Context: an optimization exercise on an open-source flow, tuned for small area, a short achievable clock period and few clock cycles. The choices shown serve that exercise and are no tape-out recipe.
In this exercise RTL edits were held to simulation tests only and were not proved equivalent to the original.
Power is estimated from default activity; no workload was simulated.

## servo_bus_status_frame_parser_core
module servo_bus_status_frame_parser_core (
    input  logic                            i_clk,
    input  logic                            i_rst_n,
    input  logic                            i_cfg_we,
    input  logic [sbsp_pkg::CFG_IDX_W-1:0]  i_cfg_idx,
    input  logic [sbsp_pkg::CFG_DATA_W-1:0] i_cfg_data,
    input  logic                            i_rx_valid,
    output logic                            o_rx_ready,
    input  logic [sbsp_pkg::BYTE_W-1:0]     i_rx_byte,
    output logic                            o_res_valid,
    input  logic                            i_res_ready,
    output logic [1:0]                      o_res_status,
    output logic [sbsp_pkg::BYTE_W-1:0]     o_res_servo_id,
    output logic [sbsp_pkg::BYTE_W-1:0]     o_res_error_byte,
    output logic                            o_res_data_valid,
    output logic [sbsp_pkg::BYTE_W-1:0]     o_res_data_byte,
    output logic [sbsp_pkg::PAR_W-1:0]      o_res_data_index,
    output logic                            o_res_last
);
==> flow/config.mk <==
export PLATFORM = sky130hd
export DESIGN_NAME = servo_bus_status_frame_parser_core
export DESIGN_NICKNAME = servo_bus_status_frame_parser_core
export VERILOG_FILES = /design/flow/design.v
export SDC_FILE = /design/flow/constraint.sdc
export NUM_CORES = 4
export LEC_CHECK = 0
export CAP_MARGIN = 20
export CORE_MARGIN = 2
export CORE_UTILIZATION = 40
export CTS_CLUSTER_DIAMETER = 80
export CTS_CLUSTER_SIZE = 20
export PLACE_DENSITY = 0.6
export SETUP_SLACK_MARGIN = 3.0
export SLEW_MARGIN = 20
==> flow/constraint.sdc <==
create_clock -name core_clock -period 5.0 [get_ports {i_clk}]
set_input_delay 1.0000 -clock core_clock [delete_from_list [all_inputs] [get_ports {i_clk}]]
set_output_delay 1.0000 -clock core_clock [all_outputs]
set_load 0.01 [all_outputs]
standard.sh (not shown) runs the stock make flow with config.mk's settings and CLKGATE_MAP_FILE= SYNTH_SCRIPT=/design/flow/synth_recipe.tcl, a recipe that flattens the netlist after the stock synthesis.
==> flow/flow/run.sh <==
#!/bin/bash
# The standard layout, with the port buffers made from buf_2 cells instead of the
# slower cells buffer_ports picks by itself. Each tool's full output goes to its own log.
set -euo pipefail
bash standard.sh BUFFER_PORTS_ARGS="-buffer_cell sky130_fd_sc_hd__buf_2" finish > standard_flow.log 2>&1
Testbench counts at the start, summed over its fixed seeds: cycles 43,305.
==> next run, changes <==
--- a/flow/config.mk
+++ b/flow/config.mk
@@ -11,2 +11,2 @@
-export CTS_CLUSTER_DIAMETER = 80
-export CTS_CLUSTER_SIZE = 20
+export CTS_CLUSTER_DIAMETER = 100
+export CTS_CLUSTER_SIZE = 24
@@ -14 +14 @@
-export SETUP_SLACK_MARGIN = 3.0
+export SETUP_SLACK_MARGIN = 2.8
The changed run passed the timing, design-rule and antenna checks. Utilization shrinks by 1.9 points. Cell count went down by 2.0%. Sequential share of layout area goes up by 2.6 points. Flip-flop and latch count does not change. Clock skew falls by 0.016 ns. Design area is lower by 4.1%. Die area is unchanged. Combinational power decreases by 9.8%. Routed wire length came out lower by 2.0%. Clock-buffer cell count goes down by 13. Fmax came out lower by 5.6%.
==> next run, changes <==
--- a/flow/config.mk
+++ b/flow/config.mk
@@ -14 +14 @@
-export SETUP_SLACK_MARGIN = 2.8
+export SETUP_SLACK_MARGIN = 3.0
Critical path depth fell by 10.
Utilization rose by 1.3 points.
Design area rose by about 3%.
Hold slack is worse by 0.0080 ns.
Synthesized cell count is unchanged.
Fmax rose by about 4%.
Power rose by 1.2%.
Clock-buffer cell count fell by 1.
Via count rose by 1.1%.
Setup slack is better by 0.087 ns.
==> next run, changes <==
--- a/flow/config.mk
+++ b/flow/config.mk
@@ -14 +14 @@
-export SETUP_SLACK_MARGIN = 3.0
+export SETUP_SLACK_MARGIN = 2.9
Result: Cell count decreases slightly; design area came out lower slightly; utilization shrinks by 0.57 points; synthesized area is unchanged; via count barely changes; synthesized cell count does not change; global-route usage is about the same; register-to-register slack loses 0.03 ns; power is about the same.


Setup of lane 1:
Another version of the RTL of servo_bus_status_frame_parser_core (not shown whole).
Size: roughly 670 flip-flops, roughly 58 I/O pins.
make LEC_CHECK=0 CAP_MARGIN=20 CORE_MARGIN=2 CORE_UTILIZATION=40 PLACE_DENSITY=0.6 SETUP_SLACK_MARGIN=3.0 SLEW_MARGIN=20 finish   # period 5.0 ns
run.sh (not shown) runs the stock make flow with config.mk's settings and CLKGATE_MAP_FILE= SYNTH_SCRIPT=/design/flow/synth_recipe.tcl, a recipe that flattens the netlist after the stock synthesis.
Stock flow here: none of the scripts above is used.
Testbench counts of lane 1, summed over its fixed seeds: cycles 43,404.
The following lists how lane 2 was set up differently from lane 1:
diff --git a/flow/config.mk b/flow/config.mk
--- a/flow/config.mk
+++ b/flow/config.mk
@@ -12 +12 @@
-export SETUP_SLACK_MARGIN = 3.0
+export SETUP_SLACK_MARGIN = 2.6
==> summary.txt <==
Total via count after detailed routing on lane 2 is down relative to lane 1. For the non-clock buffer total of the final layout, lane 2 came in 63 lower than lane 1 did. Sort lane 1 and lane 2 by first-iteration DRC count, descending, and lane 1 comes first. Lane 2 against lane 1: final-layout worst hold slack increased by 0.0033 ns relative to the old numbers; flip-flop and latch share of the layout cell area higher; final cell count without fillers saw a decrease.
--- input diff lane 2..lane 3 ---
==> flow/flow/run.sh (new file) <==
#!/bin/bash
# The standard layout, with the port buffers made from buf_2 cells instead of the
# slower cells buffer_ports picks by itself. Each tool's full output goes to its own log.
set -euo pipefail
bash standard.sh BUFFER_PORTS_ARGS="-buffer_cell sky130_fd_sc_hd__buf_2" finish > standard_flow.log 2>&1
==> flow/standard.sh (new file) <==
#!/bin/bash
# synth_recipe.tcl (not shown) runs the flow's synth.tcl, then flattens the netlist and writes it again
# the make line also repeats each setting of config.mk as NAME=value (left out here)
make -C /OpenROAD-flow-scripts/flow DESIGN_CONFIG=/design/flow/config.mk WORK_HOME=/design/flow/orfs CLKGATE_MAP_FILE= SYNTH_SCRIPT=/design/flow/synth_recipe.tcl "${@:-finish}"
diff --git a/flow/config.mk b/flow/config.mk
--- a/flow/config.mk
+++ b/flow/config.mk
@@ -12 +12 @@
-export SETUP_SLACK_MARGIN = 2.6
+export SETUP_SLACK_MARGIN = 3.0
removed: flow/run.sh
- Lane 2 closes out successfully: all stages finished, all timing, DRC and antenna checks passed.
- Lane 3 went all the way through synthesis, placement and routing and the layout is clean on timing, DRC and antenna.
- Lane 3 against lane 2: worst slack after detailed placement saw a decrease, via count of the first global-routing pass higher, fraction of area in non-clock buffers has increased.
- Comparing lane 3 and lane 2, the lower worst hold slack was measured on lane 3.
- From lane 2 to lane 3 the numbers moved as follows: height of the chip saw little to no change, power share of the combinational group saw an increase, count of plain and timing-repair buffers saw an increase.
- Number of nets at the end of the flow came out higher on lane 3 than on lane 2.
## Diff of input files: lane 4 against lane 3
==> flow/run.sh (new file) <==
#!/bin/bash
# synth_recipe.tcl (not shown) runs the flow's synth.tcl, then flattens the netlist and writes it again
# the make line also repeats each setting of config.mk as NAME=value (left out here)
make -C /OpenROAD-flow-scripts/flow DESIGN_CONFIG=/design/flow/config.mk WORK_HOME=/design/flow/orfs CLKGATE_MAP_FILE= SYNTH_SCRIPT=/design/flow/synth_recipe.tcl finish
diff --git a/flow/config.mk b/flow/config.mk
--- a/flow/config.mk
+++ b/flow/config.mk
@@ -10,0 +11,2 @@
+export CTS_BUF_LIST = sky130_fd_sc_hd__clkbuf_8
+export CTS_CLUSTER_SIZE = 30
removed: flow/flow/run.sh
removed: flow/standard.sh
==> summary.txt <==
- Looking at maximum net fanout on the critical path across lane 4 and lane 3, the one that comes out lower is lane 4.
- Going from lane 3 to lane 4, minimum hold slack barely changed, overall power after layout moved down.

[static timing again, ports no longer ideal]
Ports are ideal in the flow. The routed layouts listed here were re-timed in OpenROAD. Step 1 (the two cells are an assumption about what drives the block):
set clk [get_ports {i_clk}]
set_driving_cell -lib_cell sky130_fd_sc_hd__clkbuf_16 $clk
set_driving_cell -lib_cell sky130_fd_sc_hd__buf_2 [delete_from_list [all_inputs] $clk]
Step 2 also shifts input and output timing later by t, the mid clock arrival at the registers, as if the neighbouring blocks saw the same clock. a / b / c = ideal ports / drivers / drivers and shift; a / b = the first two.
| run | t, ns | setup WS [ns] | clock arrival spread, ns | pins driven straight from the clock port |
|---|---|---|---|---|
| the first run of note 1 | 0.643 | 2.878 / 2.818 / 2.276 | 0.044 / 0.044 | 1 |
| the second run of note 1 | 0.690 | 2.752 / 2.717 / 2.133 | 0.026 / 0.026 | 1 |
| the third run of note 1 | 0.679 | 2.839 / 2.774 / 2.295 | 0.024 / 0.024 | 1 |
| the fourth run of note 1 | 0.675 | 2.785 / 2.725 / 2.262 | 0.031 / 0.030 | 1 |
| lane 1 | 0.676 | 2.839 / 2.780 / 2.262 | 0.042 / 0.042 | 1 |
| lane 2 | 0.663 | 2.706 / 2.665 / 2.178 | 0.025 / 0.025 | 1 |
| lane 3 | 0.657 | 2.810 / 2.808 / 2.275 | 0.016 / 0.016 | 1 |
| lane 4 | 0.760 | 2.738 / 2.693 / 2.278 | 0.047 / 0.047 | 1 |
After both steps setup and hold are still met in every run listed. For the second run of note 1, which loses most, drivers alone change the setup slack by -0.035 ns; drivers and shift together by -0.619 ns.
